Background: an optimization exercise with open tools, aiming at small area and few clock cycles per item. Do not read the settings as production practice. Function was checked by simulation only, so behaviour that the tests miss may differ from the original.

<file path="design/flow/run.sh">
#!/bin/bash
# synth_recipe.tcl (not shown) runs the flow's synth.tcl, then flattens the netlist and writes it again
# the make line also repeats each setting of config.mk as NAME=value (left out here)
make -C /OpenROAD-flow-scripts/flow DESIGN_CONFIG=/design/flow/config.mk WORK_HOME=/design/flow/orfs CLKGATE_MAP_FILE= SYNTH_SCRIPT=/design/flow/synth_recipe.tcl finish
</file>
<file path="design/flow/config.mk">
export PLATFORM = sky130hd
export DESIGN_NAME = air_quality_index_daily_summary
export DESIGN_NICKNAME = air_quality_index_daily_summary
export VERILOG_FILES = /design/flow/design.v
export SDC_FILE = /design/flow/constraint.sdc
export NUM_CORES = 4
export LEC_CHECK = 0
export CAP_MARGIN = 20
export CORE_MARGIN = 2
export CORE_UTILIZATION = 40
export SLEW_MARGIN = 20
</file>
<file path="design/flow/constraint.sdc">
create_clock -name core_clock -period 11.0 [get_ports {clk}]
set_input_delay 2.2000 -clock core_clock [delete_from_list [all_inputs] [get_ports {clk}]]
set_output_delay 2.2000 -clock core_clock [all_outputs]
set_load 0.01 [all_outputs]
</file>
<file path="design/flow/design.v">
package aqids_pkg;
  localparam logic [13:0] CO2_GOOD_RST     = 14'd800;
  localparam logic [13:0] CO2_MODERATE_RST = 14'd1200;
  localparam logic [13:0] CO2_HIGH_RST     = 14'd2000;
endpackage
module aqids_front (
  input  logic [13:0]        pm,
  input  logic [13:0]        co2,
  input  logic signed [10:0] t,
  input  logic [9:0]         h,
  input  logic [13:0]        co2_good,
  input  logic [13:0]        co2_moderate,
  output logic [8:0]         aqi,
  output logic [1:0]         co2_lvl,
  output logic [11:0]        thi_u
);
  logic ge1, ge2, ge3, ge4, ge5, ge6;
  logic [16:0] c; logic [27:0] b;
  assign ge1 = (pm >= 14'd121);
  assign ge2 = (pm >= 14'd355);
  assign ge3 = (pm >= 14'd555);
  assign ge4 = (pm >= 14'd1505);
  assign ge5 = (pm >= 14'd2505);
  assign ge6 = (pm >= 14'd5000);
  always_comb begin
    if (ge5) begin c = 17'd20908; b = 28'd26531336; end
    else if (ge4) begin c = 17'd25976; b = 28'd13599296; end
    else if (ge3) begin c = 17'd13535; b = 28'd32072160; end
    else if (ge2) begin c = 17'd64544; b = 28'd3564224; end
    else if (ge1) begin c = 17'd55168; b = 28'd6694016; end
    else  begin c = 17'd109056; b = 28'd20480; end
  end
  logic [27:0] p;
  assign p = 28'(pm[12:0]) * 28'(c) + b;
  assign aqi = ge6 ? 9'd500 : 9'(p >> 18);
  always_comb begin
    if (co2 <= co2_good) co2_lvl = 2'd0;
    else if (co2 <= co2_moderate) co2_lvl = 2'd1;
    else co2_lvl = 2'd2;
  end
  logic signed [11:0] t_off;
  logic signed [11:0] h_ofs;
  logic signed [23:0] y;
  logic [18:0]        z;
  logic [36:0]        zp;
  assign t_off = 12'(t) - 12'sd144;
  assign h_ofs = $signed({2'b00, h}) + 12'sd800;
  assign y     = 24'(t_off * h_ofs) + 24'sd979200;
  always_comb begin
    if (y < 24'sd0) z = 19'd0;
    else if (y > 24'sd2250999) z = 19'd281374;
    else z = y[21:3];
  end
  assign zp    = 37'(z) * 37'd67109;
  assign thi_u = 12'(zp >> 23);
endmodule
module aqids_div3 #(
  parameter int W = 16
) (
  input  logic [W-1:0] a,
  output logic [W-1:0] q
);
  logic [1:0] r [W:0];
  logic [2:0] t [W-1:0];
  assign r[W] = 2'd0;
  for (genvar i = W - 1; i >= 0; i--) begin : g_step
    assign t[i]    = {r[i+1], a[i]};
    assign q[i]    = (t[i] >= 3'd3);
    assign r[i]    = q[i] ? 2'(t[i] - 3'd3) : t[i][1:0];
  end
endmodule
module aqids_back (
  input  logic [11:0]        sum_aqi,
  input  logic [15:0]        sum_co2,
  input  logic [13:0]        sum_thi,
  input  logic [13:0]        co2_good,
  input  logic [13:0]        co2_moderate,
  input  logic [13:0]        co2_high,
  output logic [8:0]         avg_aqi,
  output logic [13:0]        avg_co2,
  output logic signed [11:0] avg_thi,
  output logic [2:0]         rec_aqi,
  output logic [1:0]         rec_co2,
  output logic [2:0]         rec_thi
);
  logic [10:0] qa;
  logic [14:0] qc;
  logic [12:0] qt;
  aqids_div3 #(.W(11)) u_da (.a(sum_aqi[11:1]), .q(qa));
  aqids_div3 #(.W(15)) u_dc (.a(sum_co2[15:1]), .q(qc));
  aqids_div3 #(.W(13)) u_dt (.a(sum_thi[13:1]), .q(qt));
  assign avg_aqi = qa[8:0];
  assign avg_co2 = qc[13:0];
  assign avg_thi = $signed(qt[11:0] - 12'd400);
  always_comb begin
    if (avg_aqi <= 9'd50) rec_aqi = 3'd0;
    else if (avg_aqi <= 9'd100) rec_aqi = 3'd1;
    else if (avg_aqi <= 9'd150) rec_aqi = 3'd2;
    else if (avg_aqi <= 9'd200) rec_aqi = 3'd3;
    else rec_aqi = 3'd4;
  end
  always_comb begin
    if (avg_co2 <= co2_good) rec_co2 = 2'd0;
    else if (avg_co2 <= co2_moderate) rec_co2 = 2'd1;
    else if (avg_co2 <= co2_high) rec_co2 = 2'd2;
    else rec_co2 = 2'd3;
  end
  always_comb begin
    if (qt[11:0] < 12'd670) rec_thi = 3'd0;
    else if (qt[11:0] < 12'd690) rec_thi = 3'd1;
    else if (qt[11:0] < 12'd720) rec_thi = 3'd2;
    else if (qt[11:0] < 12'd750) rec_thi = 3'd3;
    else rec_thi = 3'd4;
  end
endmodule
module air_quality_index_daily_summary #(
  parameter int PERIODS_PER_DAY = 6
) (
  input  logic                clk,
  input  logic                rst_n,
  input  logic                cfg_we,
  input  logic [1:0]          cfg_index,
  input  logic [13:0]         cfg_wdata,
  input  logic                in_valid,
  output logic                in_ready,
  input  logic [13:0]         in_pm25_tenths,
  input  logic [13:0]         in_co2_ppm,
  input  logic signed [10:0]  in_temperature_tenths,
  input  logic [9:0]          in_humidity_tenths,
  output logic                out_valid,
  input  logic                out_ready,
  output logic [8:0]          out_aqi_index,
  output logic [2:0]          out_aqi_level,
  output logic [1:0]          out_co2_level,
  output logic signed [11:0]  out_thi_tenths,
  output logic [1:0]          out_thi_level,
  output logic                out_day_done,
  output logic [8:0]          out_avg_aqi,
  output logic [13:0]         out_avg_co2,
  output logic signed [11:0]  out_avg_thi_tenths,
  output logic [2:0]          out_rec_aqi_level,
  output logic [1:0]          out_rec_co2_level,
  output logic [2:0]          out_rec_thi_level
);
  localparam int CNT_W = $clog2(PERIODS_PER_DAY);
  logic [13:0]      co2_good_r;
  logic [13:0]      co2_moderate_r;
  logic [13:0]      co2_high_r;
  logic             take;
  logic [8:0]       aqi_c;
  logic [1:0]       co2_lvl_c;
  logic [11:0]      thi_c;
  logic             valid_r;
  logic [8:0]       aqi_r;
  logic [1:0]       co2_lvl_r;
  logic [11:0]      thi_r;
  logic [CNT_W-1:0] cnt_r;
  logic             day_r;    
  logic [11:0]      sum_aqi_r;
  logic [15:0]      sum_co2_r;
  logic [13:0]      sum_thi_r;
  logic [11:0]      base_aqi;
  logic [15:0]      base_co2;
  logic [13:0]      base_thi;
  logic [16:0]      co2_add;
  logic [8:0]       avg_aqi;
  logic [13:0]      avg_co2;
  logic [11:0]      avg_thi;
  logic [2:0]       rec_aqi;
  logic [1:0]       rec_co2;
  logic [2:0]       rec_thi;
  always_ff @(posedge clk) begin
    if (!rst_n) begin
      co2_good_r     <= aqids_pkg::CO2_GOOD_RST;
      co2_moderate_r <= aqids_pkg::CO2_MODERATE_RST;
      co2_high_r     <= aqids_pkg::CO2_HIGH_RST;
    end else if (cfg_we) begin
      case (cfg_index)
        2'd0: co2_good_r     <= cfg_wdata;
        2'd1: co2_moderate_r <= cfg_wdata;
        2'd2: co2_high_r     <= cfg_wdata;
        default: ;
      endcase
    end
  end
  assign day_r    = (cnt_r == CNT_W'(PERIODS_PER_DAY - 1));
  assign in_ready = !valid_r || out_ready;
  assign take     = in_valid && in_ready;
  aqids_front u_front (
    .pm           (in_pm25_tenths),
    .co2          (in_co2_ppm),
    .t            (in_temperature_tenths),
    .h            (in_humidity_tenths),
    .co2_good     (co2_good_r),
    .co2_moderate (co2_moderate_r),
    .aqi          (aqi_c),
    .co2_lvl      (co2_lvl_c),
    .thi_u        (thi_c)
  );
  assign base_aqi = day_r ? 12'd0 : sum_aqi_r;
  assign base_co2 = day_r ? 16'd0 : sum_co2_r;
  assign base_thi = day_r ? 14'd0 : sum_thi_r;
  assign co2_add  = 17'(base_co2) + 17'(in_co2_ppm);
  always_ff @(posedge clk) begin
    if (!rst_n) begin
      valid_r <= 1'b0;
      cnt_r   <= CNT_W'(PERIODS_PER_DAY - 1);
    end else begin
      if (take) begin
        valid_r <= 1'b1;
        cnt_r   <= day_r ? '0 : cnt_r + 1'b1;
      end else if (out_ready) begin
        valid_r <= 1'b0;
      end
    end
  end
  always_ff @(posedge clk) begin
    if (take) begin
      aqi_r     <= aqi_c;
      co2_lvl_r <= co2_lvl_c;
      thi_r     <= thi_c;
      sum_aqi_r <= base_aqi + 12'(aqi_c);
      sum_co2_r <= co2_add[16] ? 16'hFFFF : co2_add[15:0];
      sum_thi_r <= base_thi + 14'(thi_c);
    end
  end
  aqids_back u_back (
    .sum_aqi      (sum_aqi_r),
    .sum_co2      (sum_co2_r),
    .sum_thi      (sum_thi_r),
    .co2_good     (co2_good_r),
    .co2_moderate (co2_moderate_r),
    .co2_high     (co2_high_r),
    .avg_aqi      (avg_aqi),
    .avg_co2      (avg_co2),
    .avg_thi      (avg_thi),
    .rec_aqi      (rec_aqi),
    .rec_co2      (rec_co2),
    .rec_thi      (rec_thi)
  );
  assign out_valid     = valid_r;
  assign out_aqi_index = aqi_r;
  assign out_co2_level = co2_lvl_r;
  assign out_thi_tenths = $signed(thi_r - 12'd400);
  assign out_day_done  = day_r;
  always_comb begin
    if (aqi_r <= 9'd50) out_aqi_level = 3'd0;
    else if (aqi_r <= 9'd100) out_aqi_level = 3'd1;
    else if (aqi_r <= 9'd150) out_aqi_level = 3'd2;
    else if (aqi_r <= 9'd200) out_aqi_level = 3'd3;
    else out_aqi_level = 3'd4;
  end
  always_comb begin
    if (thi_r < 12'd670) out_thi_level = 2'd0;
    else if (thi_r < 12'd690) out_thi_level = 2'd1;
    else if (thi_r < 12'd720) out_thi_level = 2'd2;
    else out_thi_level = 2'd3;
  end
  assign out_avg_aqi        = day_r ? avg_aqi : 9'd0;
  assign out_avg_co2        = day_r ? avg_co2 : 14'd0;
  assign out_avg_thi_tenths = day_r ? $signed(avg_thi) : 12'sd0;
  assign out_rec_aqi_level  = day_r ? rec_aqi : 3'd0;
  assign out_rec_co2_level  = day_r ? rec_co2 : 2'd0;
  assign out_rec_thi_level  = day_r ? rec_thi : 3'd0;
endmodule
</file>
==> summary.txt <==
worst max-delay path by stage:
stage	endpoint	start	slack (ns)	cells after the start
6_report	sum_thi_r[12]$_DFFE_PP_	in_temperature_tenths[4]	-3.29	62
5_1_grt	sum_thi_r[13]$_DFFE_PP_	in_temperature_tenths[4]	-3.96	60
4_1_cts	out_rec_co2_level[0]	sum_co2_r[14]$_SDFFCE_PP1P_	-3.21	75
3_5_place_dp	sum_thi_r[13]$_DFFE_PP_	in_temperature_tenths[4]	-4.33	62
3_3_place_gp	sum_thi_r[13]$_DFFE_PP_	in_temperature_tenths[4]	-4.22	59
2_1_floorplan	out_rec_co2_level[0]	sum_co2_r[14]$_SDFFCE_PP1P_	-3.02	74
cell usage in the layout, fill, tap and decap left out, drive strengths merged, types with 18 or more instances in the layout:
master           n
nand3           24
o21ai          100
nand4           26
buf            738
a21o            34
conb            19
nand2b          57
clkdlybuf4s50  105
or2             20
a211oi          19
fa             371
ha             411
a21boi          46
nand2          348
a21oi          128
xnor2           53
edfxtp          65
and2            90
dfxtp           46
o21a            22
a31oi           18
mux2i           21
o211ai          24
nor2           195
xor2            35
nor2b           49
inv            643
nor3            41
cell families (layout without fill, tap and decap cells):
logic type                 count (synthesis)  in the layout
and+or+nand+nor                          924            924
DFF                                      111            111
adders and majority gates                782            782
buffers and inverters                    723           1523
muxes                                     28             28
other                                      2             20
AOI/OAI and AO/OA                        502            502
xor gates and xnor gates                  88             88
worst min-delay path, stage by stage, from the launching register on:
cell,delay [ns]
dfxtp_1,0.32
nand2_1,0.04
a21boi_0,0.07
flip-flops by register name, indices dropped and copies added (netlist names):
signal          flops
co2_high_r         14
valid_r             1
co2_moderate_r     14
co2_good_r         14
sum_co2_r          16
aqi_r               9
cnt_r               3
co2_lvl_r           2
thi_r              12
sum_thi_r          14
sum_aqi_r          12
cell type report:
| class | instances | area (sq um) |
|---|---|---|
| fill | 5969 | 29400 |
| multi-input combinational | 2343 | 23900 |
| timing repair buffer | 866 | 7120 |
| sequential | 111 | 2870 |
| inverter | 641 | 2420 |
| tap | 873 | 1090 |
| clock buffer | 9 | 225 |
| clock inverter | 7 | 93.8 |
| antenna | 1 | 2.50 |
per-layer routing:
metal	wire, um	vias to the layer above	GRT usage, %
met4	1730	0	5.54
met3	2080	83	1.50
li1	-	11898	-
met1	33400	11676	28.2
met5	0	-	0
met2	37700	353	38.2
through the flow:
stage	instances	setup slack, ns	utilization [%]	hold WS, ns
after detailed placement	4649	-4.33	50.7	0.457
after global placement	4649	-4.22	50.7	0.451
final	4851	-3.29	56.2	0.469
after CTS	4803	-3.21	54.3	0.471
after floorplan	3177	-3.02	-	0.443
after global routing	4851	-3.96	56.2	0.491
what timing repair did:
action | 4_1_cts | 5_1_grt
resized for setup | 278 | 215
setup endpoints to repair | 44 | 52
hold endpoints to repair | 0 | 0
setup buffers | 155 | 61
pin swaps | 188 | 135
==> summary.md <==
| Metric | Value |
|---|---|
| Setup_tns | `-73.17 ns` |
| Global-route wire length before repair | `122 mm` |
| Crit-path leading delay family | `adder cells` |
| Reg2reg end | `sum_co2_r[15]$_SDFFCE_PP1P_` |
| Htree depth | `3` |
| Worst setup path class | `input pin to flop` |
| DP Area | `34100 sq um` |
| Fmax | `0.0700 GHz` |
| Synth Register Bits | `111` |
| Min-delay worst type | `flop to flop` |
| Final-report max-slew violation count | `0` |
| Clk sinks | `111` |
| R2R depth | `22` |
| CTS hold repair buffers | `0` |
| Gp weighted congestion | `0.871` |
| Buffers on Ports | `143` |
| Largest family of logic cells by synthesized area | `adder cells` |
| Most frequent cell after synthesis | `inv_1` |
| Post-synthesis adder-cell area fraction | `46.4%` |
| Wire length per cell | `15.4 um` |
| FF-to-FF setup slack | `5.26 ns` |
| Num CTS Buffers | `9` |
| Sequential-to-total area share from yosys stat | `10.6%` |
| Xor/xnor cell area share of the yosys netlist | `2.84%` |
| Final hold vios | `0` |
| Top Ports | `144` |
| TritonCTS clock tree | `done` |
| # setup viols final | `38` |
| Post-synth ARST share | `0%` |
| DIE WIDTH | `264 um` |
| Post-synthesis compound-gate area fraction | `12.6%` |
| Cell mode on critical path | `fa_1` |
| Slew margin rel. | `22.5%` |
| Slowest cell on crit path | `fa_1` |
| Crit end category | `flop` |
| Ys flop type | `edfxtp_1` |
| Die Height | `264 um` |
| Starting Density | `40.3%` |
| Largest cells by area after synthesis | `fa_1, ha_1, inv_1` |
| Initial antenna violation count | `1` |
| Core Area | `67200 sq um` |
| CP Max Fanout | `7` |
| Clock Path Buffers | `2` |
| CTS root buffer | `clkbuf_16` |
| Mux cell area share after synthesis | `1.12%` |
| Synth Cell Area | `27100 sq um` |
| Die area | `69800 sq um` |
| Avg Inst Size Synth | `8.57 sq um` |
| Worst-skew pair later-pin latency | `0.40 ns` |
| CP max stage delay | `0.54 ns` |
| Area delta synth->final | `39.3%` |
| Synth Area in Simple Gates | `16.3%` |
| Clk slew on worst S/H paths | `0.09 ns` |
| Routed Antenna Nets | `0` |
| Post-synth EDFFs | `65` |
| Largest net degree at the start of global routing | `68` |
| Fin worst setup slack | `-3.29 ns` |
| Post-route DRC | `0` |
| Synth area leader | `fa_1` |
| YS warnings | `12` |
| Period utilization | `130%` |
| Fin area | `37700 sq um` |
| Cell count of the worst hold path | `2` |
| Worst r2r src | `cnt_r[1]$_SDFFE_PN0P_` |
| Hold endpoint | `co2_good_r[11]$_SDFFE_PN0P_` |
| Crit path required time | `11.14 ns` |
| Least-Margin Pin Slew | `1.16 ns` |
| HPWL Detailed | `60.3 mm` |
| Post-Syn Instances | `3160` |
| Yosys cell types | `99` |
| Nets | `4824` |
| Hold_sp | `co2_good_r[11]$_SDFFE_PN0P_` |
| Initial DRC count | `1178` |
| Post-synth top cells | `inv_1, ha_1, fa_1` |
| DR vias | `24010` |
| Data arrival, critical path | `14.43 ns` |
| GRT Total Usage | `21.5%` |
| Rows | `95` |
| Layout violations | `negative setup slack` |
| Vias per inst | `4.95` |
| RSZ-0062 raised after global routing | `true` |
| GR Overflow Total | `0` |
| Post-Route WL | `74.9 mm` |
| CP Launch Type | `input pin` |
| Layout cell share with drive strength beyond 1 | `29.2%` |
| CP Buf/Inv Count | `13` |
| Post-route minimum period | `14.29 ns` |
| Initial DRT Pass Iterations | `5` |
| Status | `complete, but fails checks` |
| Top cell type's share of synthesized area | `27.4%` |
| Vias in the first global route | `24300` |
| Final clock skew | `0.0227 ns` |
| Maxcap violations | `0` |
Testbench counts, summed over its fixed seeds: cycles 24,008, items 24,000.

-- afterwards: timing with drivers on the ports --
In the flow no input, the clock included, has a driving cell. The finished layout below was timed again as built, in two steps. Step 1, drivers: a clkbuf_16 drives clk and a buf_2 each remaining input, both assumed. Step 2 times the ports against the registers' clock, not the clock port: input delays grow and output delays shrink by t, the midpoint of the rising clock arrivals with the driver on. Slacks: no drivers / after step 1 / after step 2; pairs: no drivers / after step 1.
shift t [ns]: 0.444
slack for setup (ns): -3.288 / -3.323 / -3.721
worst register clock-pin slew, ns: 0.10 / 0.10
worst slew at a driven data input, ns: 0.07
pins driven straight from the clock port: 1
The setup slack of this run moves by -0.035 ns with the drivers and by -0.433 ns with both steps.
